From an optimization exercise on the open Yosys and OpenROAD flow, aimed at a short achievable clock period, few clock cycles per item and low power; shortcuts taken in it are not production practice.
Function was checked by simulation only, so behaviour that the tests miss may differ from the original.
Power is estimated from default activity; no workload was simulated.

### flow/run.sh
#!/bin/bash
# synth_recipe.tcl (not shown) runs the flow's synth.tcl, then flattens the netlist and writes it again
# the make line also repeats each setting of config.mk as NAME=value (left out here)
make -C /OpenROAD-flow-scripts/flow DESIGN_CONFIG=/design/flow/config.mk WORK_HOME=/design/flow/orfs CLKGATE_MAP_FILE= SYNTH_SCRIPT=/design/flow/synth_recipe.tcl finish
### flow/config.mk
export PLATFORM = sky130hd
export DESIGN_NAME = peak_to_peak_power_meter_unit
export DESIGN_NICKNAME = peak_to_peak_power_meter_unit
export VERILOG_FILES = /design/flow/design.v
export SDC_FILE = /design/flow/constraint.sdc
export NUM_CORES = 4
export LEC_CHECK = 0
export CAP_MARGIN = 20
export CORE_MARGIN = 2
export CORE_UTILIZATION = 60
export CTS_BUF_LIST = sky130_fd_sc_hd__clkbuf_4
export CTS_CLUSTER_SIZE = 25
export SLEW_MARGIN = 20
### flow/constraint.sdc
create_clock -name core_clock -period 6.0 [get_ports {clk}]
set_input_delay 1.2000 -clock core_clock [delete_from_list [all_inputs] [get_ports {clk}]]
set_output_delay 1.2000 -clock core_clock [all_outputs]
set_load 0.01 [all_outputs]
### flow/design.v
module peak_to_peak_power_meter_unit #(
  parameter int ADC_BITS = 10
) (
  input  logic        clk,
  input  logic        rst_n,
  input  logic        in_valid,
  output logic        in_ready,
  input  logic        in_operation,
  input  logic [9:0]  in_adc_sample,
  input  logic [15:0] in_elapsed_ms,
  output logic        out_valid,
  input  logic        out_ready,
  output logic [19:0] out_rms_ma,
  output logic [19:0] out_power_watts,
  output logic [47:0] out_energy_watt_ms,
  input  logic        cfg_we,
  input  logic [2:0]  cfg_index,
  input  logic [15:0] cfg_data
);
  logic [9:0]  cfg_zero_r;
  logic [15:0] cfg_gain_r;
  logic [9:0]  cfg_offs_r;
  logic [9:0]  cfg_floor_r;
  logic [8:0]  cfg_volts_r;
  logic [9:0]         hi_r;
  logic signed [11:0] lo_r;
  logic               pend_r;
  logic [10:0]        span_p_r;
  logic [15:0]        ms_p_r;
  logic               st_cur_r, st_x_r, st_q_r, st_fix_r, st_ms_r, st_ms2_r, st_e_r;
  logic [53:0]        acc_r;       
  logic [18:0]        cur_r;
  logic [18:0]        watts_r;
  logic [47:0]        energy_r;
  logic               have_prev_r;
  logic               out_valid_r;
  logic               busy;
  logic               start;
  logic               in_fire;
  logic               cur_go;
  logic signed [10:0] dev;
  logic signed [12:0] span_s;
  logic [10:0]        span;
  assign busy     = st_cur_r | st_x_r | st_q_r | st_fix_r | st_ms_r | st_ms2_r;
  assign start    = pend_r && !busy;
  assign in_ready = !in_operation || !pend_r || !busy;
  assign in_fire  = in_valid && in_ready;
  assign cur_go   = !out_valid_r || out_ready;
  assign out_valid          = out_valid_r;
  assign out_rms_ma         = {1'b0, cur_r};
  assign out_power_watts    = {1'b0, watts_r};
  assign out_energy_watt_ms = energy_r;
  assign dev    = $signed({1'b0, in_adc_sample}) - $signed({1'b0, cfg_zero_r});
  assign span_s = $signed({3'b000, hi_r}) - $signed({lo_r[11], lo_r});
  assign span   = (span_s > 0) ? span_s[10:0] : 11'd0;
  logic [10:0] m1a;
  logic [15:0] m1b;
  logic [26:0] raw_full;
  logic [18:0] raw;
  logic [18:0] cur_val;
  logic [18:0] m2a;
  logic [8:0]  m2b;
  logic [27:0] x;
  logic [27:0] m3a;
  logic [45:0] xr;
  logic [18:0] q0;
  logic [27:0] m4a;
  logic [18:0] m4b;
  logic [11:0] rem;
  logic [1:0]  qfix;
  logic [18:0] m5a;
  logic [7:0]  m5b;
  logic [26:0] add_lo;
  logic [18:0] m7a;
  logic [7:0]  m7b;
  logic [26:0] add_hi;
  logic [26:0] m6a;
  logic [26:0] m6b;
  logic [48:0] esum;
  assign m1a      = span_p_r   & {11{pend_r}};
  assign m1b      = cfg_gain_r & {16{pend_r}};
  assign raw_full = m1a * m1b;
  assign raw = acc_r[18:0] & {19{st_cur_r}};
  always_comb begin
    if (raw < {9'd0, cfg_offs_r}) cur_val = '0;
    else                          cur_val = raw - {9'd0, cfg_offs_r};
    if (cur_val < {9'd0, cfg_floor_r}) cur_val = '0;
  end
  assign m2a = cur_r       & {19{st_x_r}};
  assign m2b = cfg_volts_r & {9{st_x_r}};
  assign x   = m2a * m2b;
  assign m3a = acc_r[27:0] & {28{st_q_r}};
  assign xr  = {m3a, 17'd0} + {5'd0, m3a, 12'd0} - {7'd0, m3a, 10'd0}
             + {11'd0, m3a, 6'd0} + {14'd0, m3a, 3'd0} + {17'd0, m3a};
  assign q0  = xr[45:27];
  assign m4a  = acc_r[27:0] & {28{st_fix_r}};
  assign m4b  = watts_r     & {19{st_fix_r}};
  assign rem  = m4a[11:0] - {m4b[1:0], 10'd0} + {m4b[7:0], 4'd0} + {m4b[8:0], 3'd0};
  assign qfix = (rem >= 12'd2000) ? 2'd2 : (rem >= 12'd1000) ? 2'd1 : 2'd0;
  assign m5a    = watts_r      & {19{st_ms_r}};
  assign m5b    = acc_r[35:28] & {8{st_ms_r}};
  assign add_lo = m5a * m5b;
  assign m7a    = watts_r      & {19{st_ms2_r}};
  assign m7b    = acc_r[43:36] & {8{st_ms2_r}};
  assign add_hi = m7a * m7b;
  assign m6a  = acc_r[26:0]  & {27{st_e_r}};
  assign m6b  = acc_r[53:27] & {27{st_e_r}};
  assign esum = {1'b0, energy_r} + {22'd0, m6a} + {14'd0, m6b, 8'd0};
  always_ff @(posedge clk) begin
    if (!rst_n) begin
      cfg_zero_r  <= 10'd512;
      cfg_gain_r  <= 16'd2916;
      cfg_offs_r  <= 10'd75;
      cfg_floor_r <= 10'd35;
      cfg_volts_r <= 9'd240;
      hi_r        <= '0;
      lo_r        <= 12'sd1024;
      pend_r      <= 1'b0;
      st_cur_r    <= 1'b0;
      st_x_r      <= 1'b0;
      st_q_r      <= 1'b0;
      st_fix_r    <= 1'b0;
      st_ms_r     <= 1'b0;
      st_ms2_r    <= 1'b0;
      st_e_r      <= 1'b0;
      energy_r    <= '0;
      have_prev_r <= 1'b0;
      out_valid_r <= 1'b0;
    end else begin
      if (cfg_we) begin
        case (cfg_index)
          3'd0: cfg_zero_r  <= cfg_data[9:0];
          3'd1: cfg_gain_r  <= cfg_data[15:0];
          3'd2: cfg_offs_r  <= cfg_data[9:0];
          3'd3: cfg_floor_r <= cfg_data[9:0];
          3'd4: cfg_volts_r <= cfg_data[8:0];
          default: ;
        endcase
      end
      if (in_fire) begin
        if (!in_operation) begin
          if (dev > $signed({1'b0, hi_r})) hi_r <= dev[9:0];
          if ($signed({dev[10], dev}) < lo_r) lo_r <= {dev[10], dev};
        end else begin
          hi_r <= '0;
          lo_r <= 12'sd1024;
        end
      end
      if (in_fire && in_operation) pend_r <= 1'b1;
      else if (start)              pend_r <= 1'b0;
      if (out_valid_r && out_ready) out_valid_r <= 1'b0;
      st_cur_r <= start || (st_cur_r && !cur_go);
      st_x_r   <= st_cur_r && cur_go;
      st_q_r   <= st_x_r;
      st_fix_r <= st_q_r;
      st_ms_r  <= st_fix_r;
      st_ms2_r <= st_ms_r;
      st_e_r   <= st_ms2_r;
      if (st_e_r) begin
        if (have_prev_r) energy_r <= esum[48] ? '1 : esum[47:0];
        have_prev_r <= 1'b1;
        out_valid_r <= 1'b1;
      end
    end
  end
  always_ff @(posedge clk) begin
    if (in_fire && in_operation) begin
      span_p_r <= span;
      ms_p_r   <= in_elapsed_ms;
    end
    if (start) begin
      acc_r[18:0]  <= raw_full[26:8];
      acc_r[43:28] <= ms_p_r;
    end
    if (st_cur_r && cur_go) cur_r <= cur_val;
    if (st_x_r)             acc_r[27:0] <= x;
    if (st_q_r)             watts_r <= q0;
    if (st_fix_r)           watts_r <= watts_r + {17'd0, qfix};
    if (st_ms_r)            acc_r[26:0] <= add_lo;
    if (st_ms2_r)           acc_r[53:27] <= add_hi;
  end
endmodule
==> qor.yml, run 1 <==
cap_violations: 0
cts_buffers: 79
grt_pass1_vias: 33000
p_sw_frac: 0.324
initial_core_util: 0.608
hold_violations: 0
power_frac_comb: 0.219
endpoint_kind: "flop"
cp-start-kind: "flop"
p_seq_frac: 0.404
intPower_uw: 3260
crit_path_start: "watts_r[5]"
fin_ws_ps: 230
layout_common_cells: "700 x inv_1, 584 x nand2_1, 566 x fa_1, 427 x ha_1, 317 x and3_1"
syn_inst: 4554
async_reset_ff_frac: 0
finalMaxSlewViolations: 0
clk_pin_slew_ps: 70
cp_data_arrival_time_ps: 6330
grt_pass1_wl_mm: 182
place.gp.congestion: 0.945
cts_max_level: 3
p_leak_uw: 0.0221
worstHoldStart: "cfg_offs_r[5]"
fmax_ghz: 0.173
fin_crit_ps: 5770
core_area_um2: 66000
netlist_area_um2: 40100
cp.required_ps: 6560
r2r_cells: 18
drc_errors: 0
synth-edff-count: 119
worst_hold_path.num_cells: 2
fp.dieH_um: 263
synth-seq-cells: 254
slew_headroom: 0.284
drive_gt1_frac: 0.0798
avgSynthCellArea_um2: 8.81
worstHoldEndpoint: "cfg_offs_r[5]"
row_count: 94
vias: 32700
grt_max_degree: 66
drt_pre_antenna_iters: 7
io_pins: 141
worstReg2RegStart: "watts_r[5]"
track_usage: 0.336
synth_warnings: 1
critPathKind: "flop to flop"
grt_overflow: 0
rsz0062_at_grt: "no"
outcome: "no timing/DRC/antenna violations"
clockBufferDepth: 3
reg2reg_slack_ps: 230
power_density_nw_per_um2: 109
layout_commonest_cell: "inv_1"
synth_ff_type: "dfxtp_1"
tns_ps: 0
drt_iter0_markers: 2621
ir_worst_vdd_mv: 0.150
grt_antenna_before_repair: 3
ys_types: 95
final_nets: 5745
yosysSeqAreaShare: 0.156
io_buffers: 138
dpl_worst_slack_ps: 103
timing.final.crit_share: 0.962
hold_buffers: 0
wl_mm: 113
syn_to_final_growth_pct: 9.76
clock_skew_ps: 81.8
antenna_left: 0
clkPwrFrac: 0.377
design.die.area_um2: 69000
wl_per_cell_um: 20.1
clockRootBuffer: "clkbuf_4"
cts_num_sinks: 254
die_x_um: 263
worstMarginPinSlew_ps: 1070
clk_latency_ps: 850
fill_cells: 5648
cts_tree: "built"
finalSetupViolations: 0
hold_path.class: "flop to flop"
via_per_inst: 5.80
dp_hpwl_mm: 91.2
cp_max_fo: 8
reg2reg_to: "acc_r[26]"
netSwitchingPower_uw: 1560
[worst max-delay path, cell delays in order, from the launching register on]
cell,delay (ps)
edfxtp_1,700
and2_1,380
nand2_1,110
fa_1,510
inv_1,60
fa_1,500
fa_1,540
inv_1,50
fa_1,530
inv_1,40
ha_1,340
nand3_1,170
o31ai_1,370
a41o_1,310
a41oi_1,170
buf_4,180
a21o_1,180
a21oi_1,230
a22oi_1,120
[worst max-delay path by stage]
stage,end,depth (start not counted)
floorplan,acc_r[53],22
global placement,lo_r[5],18
detailed placement,lo_r[2],21
CTS,acc_r[18],22
global route,acc_r[18],22
finish,acc_r[26],18
[power groups by stage]
stage | Clock [uW] | Combinational [uW] | Sequential [uW]
3_5_place_dp | 0 | 1040 | 1990
6_report | 1820 | 1060 | 1950
5_1_grt | 1950 | 1180 | 1950
4_1_cts | 1870 | 1040 | 1950
3_3_place_gp | 0 | 1020 | 1990
2_1_floorplan | 0 | 732 | 1940
[area by class of cell]
type	count	area [um^2]	share of cell area
antenna	3	7.51	0.000170
clock buffer	118	886	0.0201
clock inverter	25	121	0.00275
inverter	703	2640	0.0599
multi-input combinational	3355	30300	0.688
sequential	254	6290	0.143
tap	864	1080	0.0245
timing repair buffer	307	2710	0.0614
[cells in the mapped netlist (19+ instances only)]
library cell	number	area, um^2
mux2_2	19	214
xor2_1	59	517
inv_1	700	2630
ha_1	428	5360
and2_1	116	726
fa_1	566	11300
a211oi_1	21	158
xnor2_1	94	823
o21ai_0	131	656
clkbuf_1	207	777
nand2_1	584	2190
o21a_1	34	255
a21oi_1	228	1140
buf_1	26	97.6
nor2b_1	47	294
nor2_1	135	507
edfxtp_1	119	3570
nand3_1	117	586
nor3_1	39	195
dfxtp_1	135	2700
a21o_1	78	586
nand4_1	28	175
and3_1	317	1980
o211ai_1	22	165
nand2b_1	23	144
[cell families after synthesis]
family / synth area share
fa+ha+maj: 0.416
xor+xnor: 0.0334
simple gates: 0.184
flops: 0.156
compound gates: 0.112
mux: 0.00982
buf+inv: 0.0891
other cells: 0.0000934
[what timing repair did]
| action | in CTS | in global routing |
|---|---|---|
| setup buffers | 0 | 4 |
| setup endpoints to repair | 0 | 18 |
| gates resized for setup | 0 | 15 |
[metal layers]
metal  wire [um]  GRT usage
met5           0          0
met4        3740      0.106
met3        8460     0.0619
met2       50500      0.524
met1       50400      0.477
[state kept, by name (all words and copies together), names as in the netlist, 9 cells and up]
| register | count |
|---|---|
| acc_r | 54 |
| energy_r | 48 |
| cur_r | 19 |
| watts_r | 19 |
| cfg_gain_r | 16 |
| ms_p_r | 16 |
| lo_r | 12 |
| span_p_r | 11 |
| cfg_floor_r | 10 |
| cfg_offs_r | 10 |
| cfg_zero_r | 10 |
| hi_r | 10 |
| cfg_volts_r | 9 |
[metrics by stage]
| step | area (um^2) | hold slack, ps | util | total power [uW] | cells |
|---|---|---|---|---|---|
| after floorplan | 40100 | 436 | - | 2670 | 4555 |
| after global placement | 43000 | 443 | 0.651 | 3010 | 5479 |
| after detailed placement | 43000 | 449 | 0.651 | 3020 | 5479 |
| after CTS | 44000 | 457 | 0.667 | 4870 | 5622 |
| after global routing | 44100 | 472 | 0.668 | 5080 | 5628 |
| final | 44100 | 455 | 0.668 | 4820 | 5629 |
Testbench counts, summed over its fixed seeds: cycles 12,564, items 1,280.
==> run 2: changes to the inputs <==
--- a/flow/config.mk
+++ b/flow/config.mk
@@ -12,2 +12,3 @@
 export CTS_CLUSTER_SIZE = 25
+export SETUP_SLACK_MARGIN = 1.0
 export SLEW_MARGIN = 20
==> qor.yml, run 2 <==
cp.required_ps: 6550
clk_pin_slew_ps: 70
finalMaxSlewViolations: 0
crit_chain: "buf_6 -> buf_8 -> and3_4 -> fa_1 -> inv_2 -> fa_1 -> inv_1 -> fa_1 -> fa_1 -> inv_1 -> fa_1 -> inv_2 -> ha_4 -> a21o_1 -> a21oi_2 -> nand2_1 -> a21o_4 -> nand2_2 -> and4b_2 -> nor2_2 -> xor2_1 -> a211oi_1 -> a21oi_1"
grt_max_degree: 52
clockRootBuffer: "clkbuf_4"
grt_pass1_vias: 35000
register_area_um2: 6320
slew_headroom: 0.348
cp_max_fo: 7
synth_ff_type: "dfxtp_1"
avgSynthCellArea_um2: 8.81
worstMarginPinSlew_ps: 978
worstHoldStart: "cfg_zero_r[1]"
track_usage: 0.366
dp_cells: 5446
yosysTopAreaCellShare: 0.282
fin_ws_ps: 513
ys_types: 95
clock_skew_ps: 68.2
cts_buffers: 80
core_area_um2: 66000
synth-seq-cells: 254
synth.most_common_cell: "inv_1"
clk_latency_ps: 850
synthTopCellsByArea: "fa_1 28%, ha_1 13%, edfxtp_1 8.9%, dfxtp_1 6.7%, inv_1 6.5%"
drive_gt1_frac: 0.204
fmax_ghz: 0.182
place.gp.congestion: 0.961
placed_cell_area_um2: 43100
timing.final.crit_share: 0.914
fp.dieH_um: 263
die_x_um: 263
cpMostUsedCell: "fa_1"
cts_num_sinks: 254
power_density_nw_per_um2: 106
crit_buf_inv: 6
r2r_cells: 23
wl_mm: 127
vias: 34900
cp_data_arrival_time_ps: 6040
cts_tree: "built"
drc_errors: 0
layout_common_cells: "640 x inv_1, 538 x fa_1, 533 x nand2_1, 362 x ha_1, 318 x buf_4"
ir_worst_vdd_mv: 0.136
drt_pre_antenna_iters: 5
top_register: "acc_r"
fin_crit_ps: 5490
worst_hold_path.num_cells: 2
fill_cells: 5014
synth_warnings: 1
worstHoldEndpoint: "cfg_zero_r[1]"
reg2reg_slack_ps: 510
grt_overflow: 0
hold_violations: 0
async_reset_ff_frac: 0
io_pins: 141
grt_pass1_wl_mm: 197
syn_to_final_growth_pct: 21.6
via_per_inst: 5.93
clockBufferDepth: 3
synth_common_cells: "700 x inv_1, 584 x nand2_1, 566 x fa_1"
slowest_delay_ps: 570
rsz0062_at_grt: "yes"
layout_commonest_cell: "inv_1"
reg2reg_to: "acc_r[15]"
antenna_left: 0
finalSetupViolations: 0
reg.largest.list: "acc_r (54), energy_r (48)"
outcome: "no timing/DRC/antenna violations"
cp_top_family: "adder cells"
syn_inst: 4554
cap_violations: 0
worstReg2RegStart: "pend_r"
design.die.area_um2: 69000
yosysSeqAreaShare: 0.156
synth-edff-count: 119
p_leak_uw: 0.0236
final_nets: 5998
dp_hpwl_mm: 93.7
final-instance-count-excl-fill: 5887
row_count: 94
critPathSlowestCell: "fa_1"
crit_path_start: "pend_r"
io_buffers: 138
tns_ps: 0
cp-start-kind: "flop"
stdcell_area_um2: 48800
yosysTopAreaCell: "fa_1"
dpl_worst_slack_ps: 262
hold_path.class: "flop to flop"
wl_per_cell_um: 21.6
drt_iter0_markers: 2783
endpoint_kind: "flop"
critPathKind: "flop to flop"
largest_reg_flops: 54
initial_core_util: 0.608
cts_max_level: 3
hold_slack_ps: 456
multiInputGateArea_um2: 32400
netlist_area_um2: 40100
grt_antenna_before_repair: 3
[run 2: cell counts after synthesis]
No cell type changed its count.
[run 2: worst max path at each step]
stage	to	cells past startpoint
floorplan	acc_r[18]	22
global placement	acc_r[24]	17
detailed placement	acc_r[27]	20
CTS	acc_r[18]	23
global route	acc_r[18]	21
finish	acc_r[15]	23
[run 2: metal layers]
layer	vias up	track usage	share of wire
met4	2	0.156	0.048
met1	17200	0.496	0.41
met3	317	0.0682	0.088
met2	1563	0.577	0.45
li1	15800	-	-
met5	-	0	0.000063
[run 2: metrics by stage]
stage | utilization | power (uW)
global placement | 0.653 | 3020
detailed placement | 0.653 | 3040
global route | 0.739 | 5430
floorplan | - | 2690
finish | 0.740 | 5180
CTS | 0.718 | 5100
[run 2: logic make-up after synthesis]
logic type | after synthesis | synth area share
simple gates | 1481 | 0.184
fa+ha+maj | 994 | 0.416
buf+inv | 946 | 0.0891
compound gates | 688 | 0.112
flops | 254 | 0.156
xor+xnor | 153 | 0.0334
mux | 37 | 0.00982
other cells | 1 | 0.0000934
[run 2: worst register-to-register path, stage by stage (launching register included)]
cell	delay [ps]
dfxtp_4	360
buf_6	140
buf_8	130
and3_4	150
fa_1	570
inv_2	50
fa_1	540
inv_1	60
fa_1	490
fa_1	520
inv_1	50
fa_1	490
inv_2	50
ha_4	220
a21o_1	190
a21oi_2	100
nand2_1	70
a21o_4	220
nand2_2	80
and4b_2	280
nor2_2	70
xor2_1	150
a211oi_1	230
a21oi_1	60
[run 2: cell type report]
cell class | count | share of cell area
multi-input cells | 3358 | 0.664
flip-flops and latches | 254 | 0.129
repair buffers | 556 | 0.107
inverters | 703 | 0.0548
well taps | 864 | 0.0222
clock buffers | 114 | 0.0175
clock inverters | 35 | 0.00477
diodes | 3 | 0.000154
[run 2: where the power goes]
group	internal (uW)	total (uW)	switching, uW	leakage (uW)
Sequential	1880	1940	60.4	0.00219
Combinational	599	1320	725	0.0207
Clock	1010	1920	910	0.000629
Total	3490	5180	1690	0.0236
[run 2: what timing repair did]
item                                    CTS  global route
buffers inserted                        202            75
gates cloned                             12             0
endpoints found under the setup margin   50            60
gates resized for setup                 360           225
endpoints found under the hold margin     0             0
pin swaps                               198           181
hold buffers                              0             0
==> run 3: changes to the inputs <==
--- a/flow/config.mk
+++ b/flow/config.mk
@@ -10,5 +10,5 @@
 export CORE_UTILIZATION = 60
-export CTS_BUF_LIST = sky130_fd_sc_hd__clkbuf_4
-export CTS_CLUSTER_SIZE = 25
-export SETUP_SLACK_MARGIN = 1.0
+export CTS_BUF_LIST = sky130_fd_sc_hd__clkbuf_8
+export CTS_CLUSTER_DIAMETER = 70
+export CTS_CLUSTER_SIZE = 16
 export SLEW_MARGIN = 20
==> qor.yml, run 3 <==
cts_max_level: 1
outcome: "no timing/DRC/antenna violations"
initial_core_util: 0.608
drt_iter0_markers: 2572
rsz0062_at_grt: "no"
yosysTopAreaCell: "fa_1"
wl_per_cell_um: 20.2
avgSynthCellArea_um2: 8.81
hold_violations: 0
synth-seq-cells: 254
ir_worst_vdd_mv: 0.194
grt_antenna_before_repair: 2
slowest_delay_ps: 500
vias: 32400
synth-edff-count: 119
wl_mm: 112
grt_overflow: 0
cp_max_fo: 31
grt_pass1_wl_mm: 181
power_density_nw_per_um2: 101
cp_top_family: "compound AO/OA/AOI/OAI gates"
place.gp.congestion: 0.945
crit_chain: "buf_4 -> nand2_1 -> inv_1 -> fa_1 -> inv_1 -> fa_1 -> fa_1 -> inv_1 -> ha_1 -> nand4_1 -> a21oi_1 -> a21oi_1 -> o211ai_1 -> o21ai_0 -> a21boi_0 -> o21a_1 -> nor2_1 -> xor2_1 -> o21ai_0"
hold_buffers: 0
dp_hpwl_mm: 91.2
clockRootBuffer: "clkbuf_8"
die_x_um: 263
final_nets: 5702
tns_ps: 0
ys_types: 95
fmax_ghz: 0.174
critPathSlowestCell: "fa_1"
synthTopCellsByArea: "fa_1 28%, ha_1 13%, edfxtp_1 8.9%, dfxtp_1 6.7%, inv_1 6.5%"
hold_path.class: "flop to flop"
gr-usage-met3: 0.0564
syn_to_final_growth_pct: 9.05
cp.required_ps: 6480
worstMarginPinSlew_ps: 1050
io_buffers: 138
row_count: 94
largest_reg_flops: 54
drive_gt1_frac: 0.0671
cap_violations: 0
grt_pass1_vias: 32600
synth_ff_type: "dfxtp_1"
fill_cells: 5644
layout_commonest_cell: "inv_1"
crit_buf_inv: 4
timing.final.crit_share: 0.960
via_per_inst: 5.84
clockBufferDepth: 3
synth_warnings: 1
cp_data_arrival_time_ps: 6240
use_met2: 0.519
finalSetupViolations: 0
critPathKind: "flop to flop"
slew_headroom: 0.298
clk_pin_slew_ps: 100
syn_inst: 4554
io_pins: 141
p_leak_uw: 0.0218
drt_pre_antenna_iters: 6
async_reset_ff_frac: 0
cts_tree: "built"
use_met1: 0.476
endpoint_kind: "flop"
antenna_left: 0
gr-max-usage-layer: "met2"
yosysTopAreaCellShare: 0.282
grt_max_degree: 66
top_register: "acc_r"
synth_common_cells: "700 x inv_1, 584 x nand2_1, 566 x fa_1"
fp.dieH_um: 263
clk_latency_ps: 710
finalMaxSlewViolations: 0
netlist_area_um2: 40100
fin_crit_ps: 5760
drc_errors: 0
cts_num_sinks: 254
cp-start-kind: "flop"
hold_slack_ps: 460
layout_common_cells: "704 x inv_1, 584 x nand2_1, 566 x fa_1, 427 x ha_1, 317 x and3_1"
track_usage: 0.332
reg.largest.list: "acc_r (54), energy_r (48)"
yosysSeqAreaShare: 0.156
cts_buffers: 30
reg2reg_slack_ps: 240
core_area_um2: 66000
clock_skew_ps: 37.5
design.die.area_um2: 69000
synth.most_common_cell: "inv_1"
-- run 3: kinds of logic after synthesis --
kind of cell | Yosys count | synth area share
xor+xnor | 153 | 0.0334
compound gates | 688 | 0.112
flops | 254 | 0.156
simple gates | 1481 | 0.184
other cells | 1 | 0.0000934
buf+inv | 946 | 0.0891
mux | 37 | 0.00982
fa+ha+maj | 994 | 0.416
-- run 3: layout make-up --
type / instances / area (um^2) / share of cell area
Tap cell: 864 / 1080 / 0.0247
Clock buffer: 32 / 440 / 0.0101
Sequential cell: 254 / 6290 / 0.144
Inverter: 703 / 2640 / 0.0603
Timing Repair Buffer: 313 / 2760 / 0.0630
Antenna cell: 3 / 7.51 / 0.000171
Multi-Input combinational cell: 3355 / 30300 / 0.693
Clock inverter: 24 / 231 / 0.00529
-- run 3: final timing paths --
kind / from / end / cells past startpoint
setup / recovery: st_q_r / watts_r[4] / 19
hold reg to reg: cfg_floor_r[3] / cfg_floor_r[3] / 2
hold / removal: cfg_floor_r[3] / cfg_floor_r[3] / 2
setup reg to reg: st_q_r / watts_r[4] / 19
-- run 3: through the flow --
stage          std cells  utilization  total power, uW  setup WS (ps)  instance area, um^2
3_3_place_gp        5479        0.651             3010            207                43000
4_1_cts             5535        0.661             4460            157                43600
5_1_grt             5545        0.663             4650           2.38                43800
2_1_floorplan       4555            -             2670            111                40100
6_report            5548        0.663             4430            241                43800
3_5_place_dp        5479        0.651             3020            103                43000
-- run 3: power breakdown --
part           switching, uW  internal [uW]
clock                    841            584
combinational            618            442
sequential              67.8           1880
total                   1530           2900
-- run 3: what timing repair did --
| action | in CTS | in global routing |
|---|---|---|
| endpoints found under the setup margin | 0 | 18 |
| resized for setup | 0 | 12 |
| setup buffers | 0 | 10 |
-- run 3: tightest hold or removal path: stages, from the launching register on --
cell and delay, ps:
dfxtp_1 320, nand2_1 50, a21oi_1 50
-- run 3: metal layers --
layer / vias to the layer above / wire length (um)
met2: 1132 / 50100
met5: - / 0
li1: 15200 / -
met1: 15900 / 49800
met4: 0 / 3700
met3: 184 / 8640
==> run 4: changes to the inputs <==
--- a/flow/config.mk
+++ b/flow/config.mk
@@ -9,3 +9,3 @@
 export CORE_MARGIN = 2
-export CORE_UTILIZATION = 60
+export CORE_UTILIZATION = 75
 export CTS_BUF_LIST = sky130_fd_sc_hd__clkbuf_8
==> qor.yml, run 4 <==
cts_num_sinks: 254
synth_top_family_by_area: "adder cells"
via_per_inst: 6.25
yosysTopAreaCellShare: 0.282
fin_crit_ps: 5790
grt_max_degree: 84
cap_violations: 0
syn_inst: 4554
synth-compound-area-share: 0.112
cpMostUsedCell: "fa_1"
grt_antenna_before_repair: 1
die_x_um: 235
netlist_area_um2: 40100
vias: 33300
cp_max_fo: 18
clockBufferDepth: 3
synth_xor_area_frac: 0.0334
clk_latency_ps: 680
cts_tree: "built"
yosysSeqAreaShare: 0.156
synth-edff-count: 119
reg2reg_slack_ps: 210
final-instance-count-excl-fill: 5327
hold_path.class: "flop to flop"
clockRootBuffer: "clkbuf_8"
finalMaxSlewViolations: 0
cp-start-kind: "flop"
cts_max_level: 1
grt_pass1_vias: 33700
dpl_worst_slack_ps: 64.1
initial_core_util: 0.761
synth-seq-cells: 254
rsz0062_at_grt: "yes"
io_buffers: 138
synthMuxAreaShare: 0.00982
cp_data_arrival_time_ps: 6200
timing.final.crit_share: 0.965
syn_to_final_growth_pct: 7.64
grt_overflow: 0
register_area_um2: 6290
design.die.area_um2: 55400
fin_ws_ps: 210
hold_violations: 0
clk_pin_slew_ps: 100
grt_pass1_wl_mm: 179
synth.most_common_cell: "inv_1"
cp.required_ps: 6420
synth_warnings: 1
drt_pre_antenna_iters: 6
synth_ff_type: "dfxtp_1"
power_density_nw_per_um2: 101
place.gp.congestion: 1.01
drc_errors: 0
core_area_um2: 52800
fill_cells: 3489
row_count: 84
dp_hpwl_mm: 89.5
outcome: "no timing/DRC/antenna violations"
drive_gt1_frac: 0.0584
top_register: "acc_r"
worst_hold_path.num_cells: 2
ys_types: 95
critPathKind: "flop to flop"
diodes: 0
final_nets: 5663
endpoint_kind: "flop"
finalSetupViolations: 0
drt_iter0_markers: 3243
cts_buffers: 29
async_reset_ff_frac: 0
crit_chain: "nand3_1 -> fa_1 -> fa_1 -> inv_1 -> fa_1 -> fa_1 -> ha_1 -> inv_1 -> a21oi_1 -> o21ai_0 -> a21boi_0 -> o21ai_0 -> a211oi_1 -> o21ai_0 -> mux2i_1 -> a31oi_1"
antenna_left: 0
synthTopCellsByArea: "fa_1 28%, ha_1 13%, edfxtp_1 8.9%, dfxtp_1 6.7%, inv_1 6.5%"
track_usage: 0.409
dp_cells: 5273
p_leak_uw: 0.0216
synth_common_cells: "700 x inv_1, 584 x nand2_1, 566 x fa_1"
worstMarginPinSlew_ps: 1170
cp_top_family: "adder cells"
slew_headroom: 0.221
synth-simple-area-share: 0.184
fp.dieH_um: 235
wl_mm: 112
avgSynthCellArea_um2: 8.81
placed_cell_area_um2: 42500
layout_commonest_cell: "inv_1"
ir_worst_vdd_mv: 0.177
io_pins: 141
utilization: 0.819
cp.depth: 16
stdcell_area_um2: 43200
critPathSlowestCell: "edfxtp_1"
multiInputGateArea_um2: 30300
crit_buf_inv: 2
slowest_delay_ps: 840
reg.largest.list: "acc_r (54), energy_r (48)"
fmax_ghz: 0.173
synthAdderAreaFrac: 0.416
yosysTopAreaCell: "fa_1"
largest_reg_flops: 54
layout_common_cells: "704 x inv_1, 584 x nand2_1, 566 x fa_1, 428 x ha_1, 317 x and3_1"
r2r_cells: 16
wl_per_cell_um: 20.9
clock_skew_ps: 23.3
[run 4: cell types whose count changed in the layout (fill, tap and decap cells not counted), moves of 2 or more]
cell        delta
buf_4         -36
inv_6          +5
buf_8          +2
clkinvlp_4     -2
diode_2        -3
clkinv_2       -3
buf_12         -2
inv_12         +2
[run 4: kinds of logic after synthesis]
logic type / count (synthesis)
simple gates: 1481
fa+ha+maj: 994
buf+inv: 946
compound gates: 688
flops: 254
xor+xnor: 153
mux: 37
other cells: 1
[run 4: report_power, final]
group | internal, uW | switching [uW] | leakage (uW)
logic | 432 | 602 | 0.0191
registers | 1880 | 79.8 | 0.00219
clock network | 534 | 838 | 0.000337
total | 2840 | 1520 | 0.0216
[run 4: timing repair]
item                                   CTS  global route
resized for setup                        0            15
setup endpoints to repair                0            21
endpoints found under the hold margin    0             0
hold buffers                             0             0
setup buffers                            0             2
[run 4: layout make-up]
class | instances | area share
Multi-Input combinational cell | 3355 | 0.702
Sequential cell | 254 | 0.146
Inverter | 703 | 0.0611
Timing Repair Buffer | 275 | 0.0569
Tap cell | 688 | 0.0199
Clock buffer | 31 | 0.00987
Clock inverter | 21 | 0.00475
[run 4: stage by stage]
step / hold slack, ps / total power [uW] / TNS (ps)
2_1_floorplan: 436 / 2670 / 0
3_3_place_gp: 443 / 2970 / 0
3_5_place_dp: 450 / 3000 / 0
4_1_cts: 463 / 4340 / 0
5_1_grt: 482 / 4540 / -57.1
6_report: 462 / 4360 / 0
[run 4: final timing paths]
path            startpoint             to
max              acc_r[33]      acc_r[25]
min          cfg_offs_r[4]  cfg_offs_r[4]
max reg2reg      acc_r[33]      acc_r[25]
min reg2reg  cfg_offs_r[4]  cfg_offs_r[4]
[run 4: tightest hold or removal path, delay by kind of cell (launching register included)]
family / cells / cell delay, ps
flops: 1 / 320
simple gates: 1 / 50
compound gates: 1 / 50
[run 4: routing by layer]
metal	GRT usage	vias to the layer above	share of wire
met3	0.0931	359	0.11
li1	-	15100	-
met5	0.00433	-	0
met1	0.542	16100	0.39
met2	0.649	1747	0.45
met4	0.177	0	0.050
==> run 5: changes to the inputs <==
--- a/flow/config.mk
+++ b/flow/config.mk
@@ -9,6 +9,3 @@
 export CORE_MARGIN = 2
-export CORE_UTILIZATION = 75
-export CTS_BUF_LIST = sky130_fd_sc_hd__clkbuf_8
-export CTS_CLUSTER_DIAMETER = 70
-export CTS_CLUSTER_SIZE = 16
+export CORE_UTILIZATION = 40
 export SLEW_MARGIN = 20
==> qor.yml, run 5 <==
grt_antenna_before_repair: 4
outcome: "no timing/DRC/antenna violations"
clk_latency_ps: 630
p_leak_uw: 0.0222
drive_gt1_frac: 0.0714
register_area_um2: 6290
synth-simple-area-share: 0.184
endpoint_kind: "flop"
synth_xor_area_frac: 0.0334
dp_hpwl_mm: 98.0
row_count: 116
cp-start-kind: "flop"
clkPwrFrac: 0.452
wl_mm: 121
fp.dieH_um: 321
cp_top_family: "adder cells"
crit_buf_inv: 6
worstMarginPinSlew_ps: 1040
p_seq_frac: 0.353
die_x_um: 321
finalSetupViolations: 0
clockRootBuffer: "clkbuf_16"
grt_pass1_vias: 32900
grt_overflow: 0
grt_pass1_wl_mm: 191
syn_inst: 4554
drc_errors: 0
netlist_area_um2: 40100
io_buffers: 138
fill_cells: 9697
cp_max_fo: 41
hold_slack_ps: 454
cp.required_ps: 6330
track_usage: 0.238
placed_cell_area_um2: 43600
io_pins: 141
layout_common_cells: "700 x inv_1, 584 x nand2_1, 566 x fa_1, 428 x ha_1, 317 x and3_1"
vias: 32500
reg.largest.list: "acc_r (54), energy_r (48)"
synth.most_common_cell: "inv_1"
initial_core_util: 0.402
power_density_nw_per_um2: 122
synth_top_family_by_area: "adder cells"
cp_data_arrival_time_ps: 6040
drt_pre_antenna_iters: 5
yosysTopAreaCell: "fa_1"
timing.final.crit_share: 0.951
final-instance-count-excl-fill: 6006
clock_skew_ps: 34.4
finalMaxSlewViolations: 0
cts_num_sinks: 254
ys_types: 95
drt_iter0_markers: 2394
synth_ff_type: "dfxtp_1"
crit_chain: "buf_12 -> buf_4 -> and3_1 -> fa_1 -> inv_1 -> fa_1 -> inv_1 -> fa_1 -> fa_1 -> inv_1 -> fa_1 -> inv_1 -> ha_1 -> nand4_1 -> or2_2 -> nor2_1 -> nand2_1 -> and4b_1 -> o31ai_4 -> a21oi_1 -> xnor2_1 -> o211ai_1"
syn_to_final_growth_pct: 12.3
fmax_ghz: 0.175
synth-seq-cells: 254
utilization: 0.452
synthTopCellsByArea: "fa_1 28%, ha_1 13%, edfxtp_1 8.9%, dfxtp_1 6.7%, inv_1 6.5%"
wl_per_cell_um: 20.1
yosysSeqAreaShare: 0.156
ir_worst_vdd_mv: 0.156
fin_crit_ps: 5700
dp_cells: 5927
slowest_delay_ps: 530
yosysTopAreaCellShare: 0.282
clk_pin_slew_ps: 60
place.gp.congestion: 0.915
critPathKind: "flop to flop"
cap_violations: 0
final_nets: 5721
p_sw_frac: 0.307
power.total_uw: 5520
core_area_um2: 99900
stdcell_area_um2: 45100
cts_buffers: 39
synthMuxAreaShare: 0.00982
cpMostUsedCell: "fa_1"
hold_violations: 0
slew_headroom: 0.309
hold_path.class: "flop to flop"
synth-compound-area-share: 0.112
largest_reg_flops: 54
multiInputGateArea_um2: 30300
cts_tree: "built"
via_per_inst: 5.41
layout_commonest_cell: "inv_1"
synthAdderAreaFrac: 0.416
synth_warnings: 1
netSwitchingPower_uw: 1690
critPathSlowestCell: "fa_1"
grt_max_degree: 57
power_frac_comb: 0.195
intPower_uw: 3830
synth-edff-count: 119
synth_common_cells: "700 x inv_1, 584 x nand2_1, 566 x fa_1"
cts_max_level: 2
top_register: "acc_r"
design.die.area_um2: 103000
antenna_left: 0
clockBufferDepth: 3
avgSynthCellArea_um2: 8.81
async_reset_ff_frac: 0
[run 5: cell families (layout without fill, tap and decap cells)]
group / after synthesis / after routing
xor gates and xnor gates: 153 / 153
and+or+nand+nor: 1481 / 1481
adders and majority gates: 994 / 994
buffers and inverters: 946 / 1098
DFF: 254 / 254
other: 1 / 3
muxes: 37 / 37
AOI/OAI and AO/OA: 688 / 688
[run 5: final timing paths]
check	end	startpoint	cells past startpoint	slack, ps
worst max register to register	acc_r[18]	pend_r	22	300
worst min register to register	cfg_floor_r[4]	cfg_floor_r[4]	2	450
worst max-delay path	acc_r[18]	pend_r	22	300
worst min-delay path	cfg_floor_r[4]	cfg_floor_r[4]	2	450
[run 5: layer usage]
metal	up-vias	wire length, um	global-route usage
met2	943	56300	0.392
met3	141	7870	0.0297
met5	-	33	0
met4	4	2600	0.0567
li1	15200	-	-
met1	16200	54100	0.332
[run 5: cell type report]
type | count | share of cell area
diodes | 1 | 0.0000555
clock buffers | 47 | 0.0227
multi-input cells | 3355 | 0.673
clock inverters | 25 | 0.00752
inverters | 703 | 0.0585
flip-flops and latches | 254 | 0.139
well taps | 1298 | 0.0360
repair buffers | 323 | 0.0631
[run 5: worst register-to-register path: stages (launching register included)]
cell and delay [ps]:
dfxtp_4 380, buf_12 180, buf_4 210, and3_1 170
fa_1 530, inv_1 50, fa_1 520, inv_1 50
fa_1 450, fa_1 520, inv_1 60, fa_1 470
inv_1 40, ha_1 330, nand4_1 80, or2_2 310
nor2_1 100, nand2_1 70, and4b_1 260, o31ai_4 280
a21oi_1 110, xnor2_1 140, o211ai_1 90
[run 5: stage by stage]
step	TNS, ps	setup WS [ps]
floorplan	0	111
global placement	0	277
detailed placement	0	186
CTS	0	145
global route	-8.33	-8.33
finish	0	296
[run 5: what timing repair did]
| action | in CTS | in global routing |
|---|---|---|
| hold buffers | 0 | 0 |
| setup buffers | 0 | 6 |
| setup endpoints to repair | 0 | 12 |
| gates resized for setup | 0 | 12 |
[run 5: power by group through the flow]
| stage | Clock [uW] | Combinational [uW] | Sequential, uW |
|---|---|---|---|
| 6_report | 2490 | 1070 | 1950 |
| 5_1_grt | 2600 | 1200 | 1950 |
| 4_1_cts | 2550 | 1070 | 1950 |
| 3_5_place_dp | 0 | 1060 | 1990 |
| 3_3_place_gp | 0 | 1050 | 1990 |
| 2_1_floorplan | 0 | 732 | 1940 |
==> run 6: changes to the inputs <==
--- a/flow/config.mk
+++ b/flow/config.mk
@@ -9,3 +9,6 @@
 export CORE_MARGIN = 2
-export CORE_UTILIZATION = 40
+export CORE_UTILIZATION = 60
+export CTS_BUF_LIST = sky130_fd_sc_hd__clkbuf_16
+export CTS_CLUSTER_DIAMETER = 110
+export CTS_CLUSTER_SIZE = 32
 export SLEW_MARGIN = 20
==> qor.yml, run 6 <==
track_usage: 0.331
vias: 32400
clock_skew_ps: 46.0
synth_common_cells: "700 x inv_1, 584 x nand2_1, 566 x fa_1"
fp.dieH_um: 263
cp.required_ps: 6280
cts_tree: "built"
yosysTopAreaCellShare: 0.282
cts_num_sinks: 254
yosysTopAreaCell: "fa_1"
cap_violations: 0
critPathSlowestCell: "fa_1"
cts_max_level: 1
finalMaxSlewViolations: 0
tns_ps: 0
grt_pass1_vias: 32500
drt_iter0_markers: 2737
fmax_ghz: 0.175
io_buffers: 138
cpMostUsedCell: "fa_1"
reg.largest.list: "acc_r (54), energy_r (48)"
syn_to_final_growth_pct: 8.81
outcome: "no timing/DRC/antenna violations"
power.total_uw: 4370
hold_path.class: "flop to flop"
finalSetupViolations: 0
p_leak_uw: 0.0218
timing.final.crit_share: 0.954
clockRootBuffer: "clkbuf_16"
layout_commonest_cell: "inv_1"
netlist_area_um2: 40100
clk_latency_ps: 560
clockBufferDepth: 3
avgSynthCellArea_um2: 8.81
initial_core_util: 0.608
worstHoldStart: "cfg_offs_r[5]"
clk_pin_slew_ps: 120
worstReg2RegStart: "span_p_r[8]"
ys_types: 95
synth_warnings: 1
core_area_um2: 66000
synth_ff_type: "dfxtp_1"
ir_worst_vdd_mv: 0.285
endpoint_kind: "flop"
grt_antenna_before_repair: 3
largest_reg_flops: 54
syn_inst: 4554
crit_buf_inv: 3
power_density_nw_per_um2: 100
rsz0062_at_grt: "no"
yosysSeqAreaShare: 0.156
final_nets: 5688
top_register: "acc_r"
die_x_um: 263
cp-start-kind: "flop"
place.gp.congestion: 0.945
cp_top_family: "adder cells"
crit_path_start: "span_p_r[8]"
layout_common_cells: "700 x inv_1, 584 x nand2_1, 566 x fa_1, 428 x ha_1, 317 x and3_1"
critPathKind: "flop to flop"
synthTopCellsByArea: "fa_1 28%, ha_1 13%, edfxtp_1 8.9%, dfxtp_1 6.7%, inv_1 6.5%"
slowest_delay_ps: 520
grt_max_degree: 66
design.die.area_um2: 69000
drt_pre_antenna_iters: 6
wl_per_cell_um: 20.3
antenna_left: 0
synth-seq-cells: 254
grt_pass1_wl_mm: 181
cp_data_arrival_time_ps: 6010
worstMarginPinSlew_ps: 1060
dp_hpwl_mm: 91.2
io_pins: 141
async_reset_ff_frac: 0
crit_chain: "and2_1 -> nand2_1 -> fa_1 -> fa_1 -> inv_1 -> fa_1 -> fa_1 -> inv_1 -> fa_1 -> inv_1 -> ha_1 -> a21o_1 -> a21oi_1 -> nand2_1 -> a21o_1 -> nand2_1 -> and4b_1 -> nor2_1 -> xor2_1 -> a211oi_1 -> a21oi_1"
grt_overflow: 0
drive_gt1_frac: 0.0621
fin_crit_ps: 5720
slew_headroom: 0.291
cp_max_fo: 7
synth.most_common_cell: "inv_1"
fill_cells: 5647
row_count: 94
synth-edff-count: 119
hold_violations: 0
via_per_inst: 5.87
wl_mm: 112
drc_errors: 0
cts_buffers: 17
==> run 6: cell counts after synthesis <==
Identical to the previous run, type by type.
==> run 6: repair_timing <==
| action | 4_1_cts | 5_1_grt |
|---|---|---|
| gates resized for setup | 0 | 10 |
| setup endpoints to repair | 0 | 15 |
| buffers inserted | 0 | 9 |
| hold buffers | 0 | 0 |
| endpoints found under the hold margin | 0 | 0 |
==> run 6: kinds of logic (layout without fill, tap and decap cells) <==
kind of cell               Yosys count  count (layout)  synth area share
and+or+nand+nor                   1481            1481             0.184
adders and majority gates          994             994             0.416
buffers and inverters              946            1045            0.0891
AOI/OAI and AO/OA                  688             688             0.112
DFF                                254             254             0.156
xor gates and xnor gates           153             153            0.0334
muxes                               37              37           0.00982
other                                1               4         0.0000934
==> run 6: area by class of cell <==
type / instances / area [um^2] / share of cell area
multi-input combinational: 3355 / 30300 / 0.694
tap: 864 / 1080 / 0.0247
inverter: 703 / 2640 / 0.0604
timing repair buffer: 312 / 2750 / 0.0629
clock inverter: 13 / 166 / 0.00381
clock buffer: 17 / 425 / 0.00974
sequential: 254 / 6290 / 0.144
antenna: 2 / 5.00 / 0.000115
==> run 6: final timing paths <==
path	slack, ps	endpoint	cells after the start
setup / recovery	280	acc_r[15]	21
hold / removal	460	cfg_offs_r[5]	2
setup reg to reg	280	acc_r[15]	21
hold reg to reg	460	cfg_offs_r[5]	2
==> run 6: through the flow <==
step	instances	hold WS (ps)	setup slack, ps	instance area [um^2]	utilization
finish	5520	463	279	43700	0.662
global route	5518	480	6.93	43700	0.662
CTS	5509	466	193	43600	0.660
detailed placement	5479	449	103	43000	0.651
global placement	5479	443	207	43000	0.651
floorplan	4555	436	111	40100	-
==> run 6: worst reg2reg max path, stage by stage, from the launching register on <==
cell and delay [ps]:
edfxtp_1 510, and2_1 340, nand2_1 130, fa_1 510, fa_1 520, inv_1 60, fa_1 460, fa_1 490
inv_1 50, fa_1 470, inv_1 40, ha_1 330, a21o_1 200, a21oi_1 130, nand2_1 70, a21o_1 230
nand2_1 110, and4b_1 240, nor2_1 80, xor2_1 160, a211oi_1 240, a21oi_1 80
==> run 6: per-layer routing <==
layer,global-route usage,wire (um)
met1,0.477,49700
met2,0.518,49800
met3,0.0508,8820
met4,0.0975,3650
met5,0,0
==> run 6: power breakdown <==
part,internal (uW),leakage [uW],switching (uW),total [uW]
sequential,1880,0.00219,67.7,1950
clock,575,0.000287,789,1360
combinational,442,0.0193,616,1060
==> run 7: changes to the inputs <==
--- a/flow/config.mk
+++ b/flow/config.mk
@@ -7,8 +7,9 @@
 export LEC_CHECK = 0
+export ABC_AREA = 1
 export CAP_MARGIN = 20
 export CORE_MARGIN = 2
-export CORE_UTILIZATION = 60
+export CORE_UTILIZATION = 75
 export CTS_BUF_LIST = sky130_fd_sc_hd__clkbuf_16
-export CTS_CLUSTER_DIAMETER = 110
-export CTS_CLUSTER_SIZE = 32
+export CTS_CLUSTER_DIAMETER = 100
+export CTS_CLUSTER_SIZE = 28
 export SLEW_MARGIN = 20
==> qor.yml, run 7 <==
outcome: "no timing/DRC/antenna violations"
cts_tree: "built"
via_per_inst: 6.11
slowest_delay_ps: 650
p_leak_uw: 0.0244
netSwitchingPower_uw: 2140
met3_length_mm: 15.2
yosysTopAreaCellShare: 0.263
power_frac_comb: 0.310
die_x_um: 244
reg2reg_slack_ps: 220
layout_common_cells: "1298 x nand2_1, 1195 x inv_1, 678 x nor2_1, 566 x fa_1, 428 x ha_1"
synth_common_cells: "1298 x nand2_1, 1196 x inv_1, 678 x nor2_1"
endpoint_kind: "flop"
largest_reg_flops: 54
utilization: 0.819
layout_commonest_cell: "nand2_1"
clk_pin_slew_ps: 120
crit_path_start: "acc_r[10]"
grt_overflow: 0
io_buffers: 138
synth_ff_type: "dfxtp_1"
antenna_left: 0
slew_headroom: 0.290
fp.dieH_um: 244
stdcell_area_um2: 46400
async_reset_ff_frac: 0
synth.most_common_cell: "nand2_1"
final_nets: 6995
netlist_area_um2: 43200
drt_iter0_markers: 4491
wl_mm: 138
crit_end: "watts_r[18]"
initial_core_util: 0.763
worstMarginPinSlew_ps: 1060
cp-start-kind: "flop"
tns_ps: 0
fin_crit_ps: 5780
r2r_cells: 28
reg2reg_to: "watts_r[18]"
cts_num_sinks: 254
intPower_uw: 3260
track_usage: 0.469
finalMaxSlewViolations: 0
clockBufferDepth: 3
cp_data_arrival_time_ps: 6110
p_seq_frac: 0.372
hold_path.class: "flop to flop"
top_layer: "met5"
row_count: 87
fmax_ghz: 0.173
clk_latency_ps: 610
top_register: "acc_r"
ir_worst_vdd_mv: 0.235
synthTopCellsByArea: "fa_1 26%, ha_1 12%, nand2_1 11%, inv_1 10%, edfxtp_1 8.3%"
drt_pre_antenna_iters: 6
io_pins: 141
syn_inst: 5845
critPathKind: "flop to flop"
yosysSeqAreaShare: 0.145
ys_types: 63
yosysTopAreaCell: "fa_1"
dr_wl_met2_mm: 62.0
cap_violations: 0
clockRootBuffer: "clkbuf_16"
dp_hpwl_mm: 111
power_density_nw_per_um2: 116
cp_max_fo: 4
synth_warnings: 1
place.gp.congestion: 1.04
drive_gt1_frac: 0.0347
dpl_worst_slack_ps: 185
design.die.area_um2: 59500
cts_max_level: 1
grt_pass1_wl_mm: 219
synth-seq-cells: 254
syn_to_final_growth_pct: 7.39
cp.required_ps: 6330
diodes: 0
worstReg2RegStart: "acc_r[10]"
finalSetupViolations: 0
grt_pass1_vias: 42200
critPathSlowestCell: "edfxtp_1"
cpMostUsedCell: "nand2_1"
hold_violations: 0
drc_errors: 0
cts_buffers: 21
clock_skew_ps: 62.3
reg.largest.list: "acc_r (54), energy_r (48)"
placed_cell_area_um2: 45400
wl_per_cell_um: 20.5
detail_route.wirelength.met1_mm: 47.0
core_area_um2: 56600
fin_ws_ps: 219
hold_buffers: 0
fill_cells: 3683
timing.final.crit_share: 0.963
avgSynthCellArea_um2: 7.38
vias: 41100
synth-edff-count: 119
grt_max_degree: 82
grt_antenna_before_repair: 1
p_sw_frac: 0.396
clkPwrFrac: 0.318
==> run 7: worst max-delay path, delay by kind of cell (launching register included) <==
| kind | cells | cell delay [ps] |
|---|---|---|
| DFF | 1 | 650 |
| adders and majority gates | 5 | 2030 |
| buffers and inverters | 4 | 260 |
| and+or+nand+nor | 13 | 1680 |
| AOI/OAI and AO/OA | 4 | 550 |
| xor gates and xnor gates | 2 | 330 |
==> run 7: stage by stage <==
step / total power [uW] / hold WS (ps) / std cells
after floorplan: 3160 / 429 / 5846
final: 5400 / 463 / 6721
after detailed placement: 3640 / 450 / 6675
after CTS: 5320 / 465 / 6713
after global placement: 3590 / 442 / 6675
after global routing: 5630 / 482 / 6721
==> run 7: kinds of logic after synthesis <==
group | Yosys count | share of synthesized area
muxes | 1 | 0.000232
xor gates and xnor gates | 112 | 0.0227
and+or+nand+nor | 2332 | 0.220
AOI/OAI and AO/OA | 805 | 0.106
DFF | 254 | 0.145
buffers and inverters | 1346 | 0.119
other | 1 | 0.0000869
adders and majority gates | 994 | 0.387
==> run 7: power groups by stage <==
stage / sequential [uW] / clock [uW] / combinational (uW)
global route: 2010 / 1760 / 1860
global placement: 2040 / 0 / 1550
CTS: 2000 / 1700 / 1620
floorplan: 1990 / 0 / 1180
detailed placement: 2040 / 0 / 1610
finish: 2010 / 1720 / 1670
==> run 7: worst min path at each step <==
stage	cells after the start	slack, ps	startpoint	endpoint
final	2	460	cfg_zero_r[8]	cfg_zero_r[8]
after global routing	2	480	cfg_zero_r[2]	cfg_zero_r[2]
after CTS	2	470	cfg_zero_r[2]	cfg_zero_r[2]
after detailed placement	2	450	cfg_zero_r[2]	cfg_zero_r[2]
after global placement	2	440	cfg_zero_r[2]	cfg_zero_r[2]
after floorplan	2	430	cfg_floor_r[0]	cfg_floor_r[0]
==> run 7: per-layer routing <==
layer  vias to the layer above  track usage
li1                      18300            -
met1                     19000        0.550
met2                      2834        0.753
met3                       873       0.0988
met4                         2        0.369
met5                         -            0
==> run 7: area by class of cell <==
class / count / area (um^2) / area share
clock buffers: 22 / 551 / 0.0119
multi-input cells: 4246 / 31800 / 0.685
repair buffers: 212 / 1930 / 0.0417
clock inverters: 16 / 312 / 0.00672
flip-flops and latches: 254 / 6280 / 0.135
inverters: 1215 / 4570 / 0.0986
well taps: 756 / 946 / 0.0204
==> run 7: repair_timing <==
item / CTS / global route
setup buffers: 0 / 8
setup endpoints to repair: 0 / 7
resized for setup: 0 / 6
==> run 8: changes to the inputs <==
--- a/flow/config.mk
+++ b/flow/config.mk
@@ -7,3 +7,2 @@
 export LEC_CHECK = 0
-export ABC_AREA = 1
 export CAP_MARGIN = 20
==> qor.yml, run 8 <==
yosysTopAreaCell: "fa_1"
wl_per_cell_um: 21.0
crit_buf_inv: 4
vias: 33200
dp_hpwl_mm: 89.5
fin_crit_ps: 5750
endpoint_kind: "flop"
design.die.area_um2: 55400
netlist_area_um2: 40100
clockBufferDepth: 3
register_area_um2: 6290
outcome: "no timing/DRC/antenna violations"
synthAdderAreaFrac: 0.416
synthTopCellsByArea: "fa_1 28%, ha_1 13%, edfxtp_1 8.9%, dfxtp_1 6.7%, inv_1 6.5%"
slowest_delay_ps: 810
cp_top_family: "adder cells"
worstHoldStart: "cfg_offs_r[4]"
hold_violations: 0
grt_pass1_wl_mm: 179
utilization: 0.819
synth_ff_type: "dfxtp_1"
synth.most_common_cell: "inv_1"
ir_worst_vdd_mv: 0.175
multiInputGateArea_um2: 30300
power.total_uw: 4290
cts_buffers: 17
largest_reg_flops: 54
synth-simple-area-share: 0.184
antenna_left: 0
slew_headroom: 0.225
fmax_ghz: 0.174
cp-start-kind: "flop"
finalSetupViolations: 0
drt_iter0_markers: 3152
fin_ws_ps: 248
cp_data_arrival_time_ps: 6060
power_density_nw_per_um2: 99.2
synth_top_family_by_area: "adder cells"
place.gp.congestion: 1.01
syn_to_final_growth_pct: 7.64
worstReg2RegStart: "acc_r[34]"
drive_gt1_frac: 0.0543
clk_pin_slew_ps: 120
drc_errors: 0
grt_pass1_vias: 33600
cts_tree: "built"
top_register: "acc_r"
dpl_worst_slack_ps: 64.1
timing.final.crit_share: 0.959
clk_latency_ps: 560
synth_warnings: 1
cp_max_fo: 17
io_pins: 141
critPathKind: "flop to flop"
layout_common_cells: "705 x inv_1, 584 x nand2_1, 566 x fa_1, 428 x ha_1, 317 x and3_1"
cts_max_level: 1
hold_buffers: 0
drt_pre_antenna_iters: 6
core_area_um2: 52800
async_reset_ff_frac: 0
syn_inst: 4554
worstMarginPinSlew_ps: 1160
cpMostUsedCell: "fa_1"
clock_skew_ps: 41.4
grt_max_degree: 84
cp.required_ps: 6300
die_x_um: 235
via_per_inst: 6.25
avgSynthCellArea_um2: 8.81
synth_xor_area_frac: 0.0334
hold_path.class: "flop to flop"
synth_common_cells: "700 x inv_1, 584 x nand2_1, 566 x fa_1"
cap_violations: 0
layout_commonest_cell: "inv_1"
fp.dieH_um: 235
grt_overflow: 0
grt_antenna_before_repair: 3
io_buffers: 138
row_count: 84
critPathSlowestCell: "edfxtp_1"
crit_chain: "buf_4 -> nand3_1 -> fa_1 -> inv_1 -> fa_1 -> inv_1 -> fa_1 -> fa_1 -> inv_1 -> ha_1 -> a21o_1 -> a21oi_1 -> or3b_2 -> o21ai_0 -> a211oi_1 -> o21ai_0 -> mux2i_1 -> a31oi_1"
clockRootBuffer: "clkbuf_16"
reg.largest.list: "acc_r (54), energy_r (48)"
wl_mm: 111
fill_cells: 3494
p_leak_uw: 0.0216
track_usage: 0.408
yosysSeqAreaShare: 0.156
crit_path_start: "acc_r[34]"
yosysTopAreaCellShare: 0.282
synthMuxAreaShare: 0.00982
synth-seq-cells: 254
finalMaxSlewViolations: 0
ys_types: 95
final_nets: 5656
synth-compound-area-share: 0.112
synth-edff-count: 119
initial_core_util: 0.761
cts_num_sinks: 254
-- run 8: worst register-to-register path, delay by kind of cell, from the launching register on --
family	cells	cell delay [ps]
AOI/OAI and AO/OA	6	1070
DFF	1	810
adders and majority gates	5	2220
buffers and inverters	4	460
and+or+nand+nor	2	560
muxes	1	390
-- run 8: worst paths after layout --
kind / endpoint / slack [ps] / cells after the start
min: cfg_offs_r[4] / 460 / 2
max reg2reg: acc_r[25] / 250 / 18
min reg2reg: cfg_offs_r[4] / 460 / 2
max: acc_r[25] / 250 / 18
-- run 8: cells by family (layout without fill, tap and decap cells) --
logic type	count (synthesis)	after routing
compound gates	688	688
xor+xnor	153	153
fa+ha+maj	994	994
buf+inv	946	1012
flops	254	254
mux	37	37
other cells	1	5
simple gates	1481	1481
-- run 8: cell type report --
class,count,area share
timing repair buffer,280,0.0588
inverter,703,0.0611
tap,688,0.0199
antenna,3,0.000174
sequential,254,0.146
multi-input combinational,3355,0.702
clock buffer,17,0.00985
clock inverter,12,0.00278
-- run 8: routing by layer --
metal  global-route usage  vias up  share of wire
li1                     -    15100              -
met1                0.543    16100           0.39
met2                0.653     1693           0.46
met3               0.0881      324           0.10
met4                0.170        2          0.048
met5                    0        -        0.00012
-- run 8: where the power goes --
group	internal [uW]	total, uW	leakage (uW)	switching (uW)
logic	435	1040	0.0191	608
clock network	552	1290	0.000278	739
registers	1880	1950	0.00219	75.9
-- run 8: through the flow --
step	instance area (um^2)	std cells	hold WS (ps)	TNS, ps
5_1_grt	43200	5309	483	-7.52
4_1_cts	43100	5302	465	0
2_1_floorplan	40100	4555	436	0
3_3_place_gp	42500	5273	443	0
6_report	43200	5312	465	0
3_5_place_dp	42500	5273	450	0
-- run 8: repair_timing --
| item | CTS | global route |
|---|---|---|
| gates resized for setup | 0 | 16 |
| setup buffers | 0 | 7 |
| endpoints found under the setup margin | 0 | 22 |
==> run 9: changes to the inputs <==
--- a/flow/config.mk
+++ b/flow/config.mk
@@ -13,2 +13,3 @@
 export CTS_CLUSTER_SIZE = 28
+export PLACE_DENSITY = 0.8
 export SLEW_MARGIN = 20
==> qor.yml, run 9 <==
synthAdderAreaFrac: 0.416
synth_xor_area_frac: 0.0334
reg.largest.list: "acc_r (54), energy_r (48)"
timing.final.crit_share: 0.959
drt_pre_antenna_iters: 6
grt_overflow: 0
fill_cells: 3494
vias: 33200
dp_cells: 5273
register_area_um2: 6290
core_area_um2: 52800
tns_ps: 0
fmax_ghz: 0.174
cp_data_arrival_time_ps: 6060
synth-edff-count: 119
synthTopCellsByArea: "fa_1 28%, ha_1 13%, edfxtp_1 8.9%, dfxtp_1 6.7%, inv_1 6.5%"
layout_common_cells: "705 x inv_1, 584 x nand2_1, 566 x fa_1, 428 x ha_1, 317 x and3_1"
finalSetupViolations: 0
syn_to_final_growth_pct: 7.64
netlist_area_um2: 40100
track_usage: 0.408
synth-seq-cells: 254
synth-simple-area-share: 0.184
synth.most_common_cell: "inv_1"
place.gp.congestion: 1.01
avgSynthCellArea_um2: 8.81
yosysSeqAreaShare: 0.156
reg2reg_slack_ps: 250
antenna_left: 0
slew_headroom: 0.225
row_count: 84
dp_hpwl_mm: 89.5
io_buffers: 138
grt_max_degree: 84
final_nets: 5656
synthMuxAreaShare: 0.00982
cap_violations: 0
placed_cell_area_um2: 42500
multiInputGateArea_um2: 30300
fin_ws_ps: 248
final-instance-count-excl-fill: 5312
ys_types: 95
synth-compound-area-share: 0.112
cp-start-kind: "flop"
hold_violations: 0
clk_latency_ps: 560
outcome: "no timing/DRC/antenna violations"
largest_reg_flops: 54
syn_inst: 4554
crit_buf_inv: 4
cp.required_ps: 6300
cts_num_sinks: 254
cp_max_fo: 17
io_pins: 141
cts_tree: "built"
drive_gt1_frac: 0.0543
cts_buffers: 17
hold_slack_ps: 465
design.die.area_um2: 55400
clockBufferDepth: 3
stdcell_area_um2: 43200
cpMostUsedCell: "fa_1"
crit_chain: "buf_4 -> nand3_1 -> fa_1 -> inv_1 -> fa_1 -> inv_1 -> fa_1 -> fa_1 -> inv_1 -> ha_1 -> a21o_1 -> a21oi_1 -> or3b_2 -> o21ai_0 -> a211oi_1 -> o21ai_0 -> mux2i_1 -> a31oi_1"
ir_worst_vdd_mv: 0.175
endpoint_kind: "flop"
layout_commonest_cell: "inv_1"
yosysTopAreaCell: "fa_1"
p_leak_uw: 0.0216
power_density_nw_per_um2: 99.2
clockRootBuffer: "clkbuf_16"
top_register: "acc_r"
synth_ff_type: "dfxtp_1"
clk_pin_slew_ps: 120
critPathSlowestCell: "edfxtp_1"
clock_skew_ps: 41.4
fin_crit_ps: 5750
initial_core_util: 0.761
finalMaxSlewViolations: 0
synth_common_cells: "700 x inv_1, 584 x nand2_1, 566 x fa_1"
grt_pass1_wl_mm: 179
yosysTopAreaCellShare: 0.282
worstMarginPinSlew_ps: 1160
synth_warnings: 1
fp.dieH_um: 235
via_per_inst: 6.25
async_reset_ff_frac: 0
dpl_worst_slack_ps: 64.1
wl_mm: 111
cp_top_family: "adder cells"
hold_path.class: "flop to flop"
wl_per_cell_um: 21.0
drc_errors: 0
slowest_delay_ps: 810
drt_iter0_markers: 3152
synth_top_family_by_area: "adder cells"
grt_antenna_before_repair: 3
cts_max_level: 1
critPathKind: "flop to flop"
grt_pass1_vias: 33600
die_x_um: 235
## run 9: cell families after synthesis
family | Yosys count
other cells | 1
compound gates | 688
buf+inv | 946
flops | 254
simple gates | 1481
xor+xnor | 153
mux | 37
fa+ha+maj | 994
## run 9: repair_timing
item | in CTS | in global routing
setup endpoints to repair | 0 | 22
setup buffers | 0 | 7
hold buffers | 0 | 0
resized for setup | 0 | 16
## run 9: final timing paths
check | from | endpoint | depth (start not counted)
setup reg to reg | acc_r[34] | acc_r[25] | 18
hold reg to reg | cfg_offs_r[4] | cfg_offs_r[4] | 2
hold / removal | cfg_offs_r[4] | cfg_offs_r[4] | 2
setup / recovery | acc_r[34] | acc_r[25] | 18
## run 9: cell type report
cell class,instances,area share
multi-input cells,3355,0.702
flip-flops and latches,254,0.146
inverters,703,0.0611
repair buffers,280,0.0588
well taps,688,0.0199
clock buffers,17,0.00985
clock inverters,12,0.00278
diodes,3,0.000174
## run 9: report_power, final
part / switching (uW) / internal, uW / leakage, uW
sequential: 75.9 / 1880 / 0.00219
combinational: 608 / 435 / 0.0191
clock: 739 / 552 / 0.000278
## run 9: worst reg2reg max path, cell delays in order (launching register included)
cell and delay (ps):
edfxtp_1 810, buf_4 260, nand3_1 100, fa_1 540, inv_1 60, fa_1 410, inv_1 80, fa_1 450
fa_1 590, inv_1 60, ha_1 230, a21o_1 190, a21oi_1 190, or3b_2 460, o21ai_0 140, a211oi_1 100
o21ai_0 320, mux2i_1 390, a31oi_1 130
## run 9: layer usage
layer	global-route usage	routed length (um)	vias up
met5	0	13	-
met4	0.170	5300	2
met3	0.0881	11600	324
met2	0.653	51200	1693
met1	0.543	43400	16100
li1	-	-	15100
## run 9: through the flow
stage	total power, uW	util
floorplan	2670	-
global placement	2970	0.806
detailed placement	3000	0.806
CTS	4260	0.816
global route	4450	0.819
finish	4290	0.819

static timing again, ports no longer ideal:
Ports are ideal in the flow. The routed layouts listed here were re-timed in OpenROAD. Step 1 (the two cells are an assumption about what drives the block):
set clk [get_ports {clk}]
set_driving_cell -lib_cell sky130_fd_sc_hd__clkbuf_16 $clk
set_driving_cell -lib_cell sky130_fd_sc_hd__buf_2 [delete_from_list [all_inputs] $clk]
Step 2 times the ports against the registers' clock, not the clock port: input delays grow and output delays shrink by t, the midpoint of the rising clock arrivals with the driver on. Slacks: ideal / step 1 / step 2; pairs: ideal / step 1.
run	t, ns	slack for setup (ns)	worst setup path after step 2
run 1	0.877	0.230 / 0.230 / 0.011	input to register
run 2	0.871	0.513 / 0.513 / 0.513	register to register
run 3	0.750	0.241 / 0.241 / 0.032	input to register
run 4	0.734	0.210 / 0.210 / 0.210	register to register
run 5	0.682	0.296 / 0.296 / 0.296	register to register
run 6	0.611	0.279 / 0.279 / 0.033	input to register
run 7	0.645	0.219 / 0.219 / 0.219	register to register
run 8	0.605	0.248 / 0.248 / 0.248	register to register
run 9	0.605	0.248 / 0.248 / 0.248	register to register
After both steps every run listed still meets setup and hold. The setup slack of run 6, which loses most, moves by 0.000 ns with the drivers and by -0.246 ns with both steps.
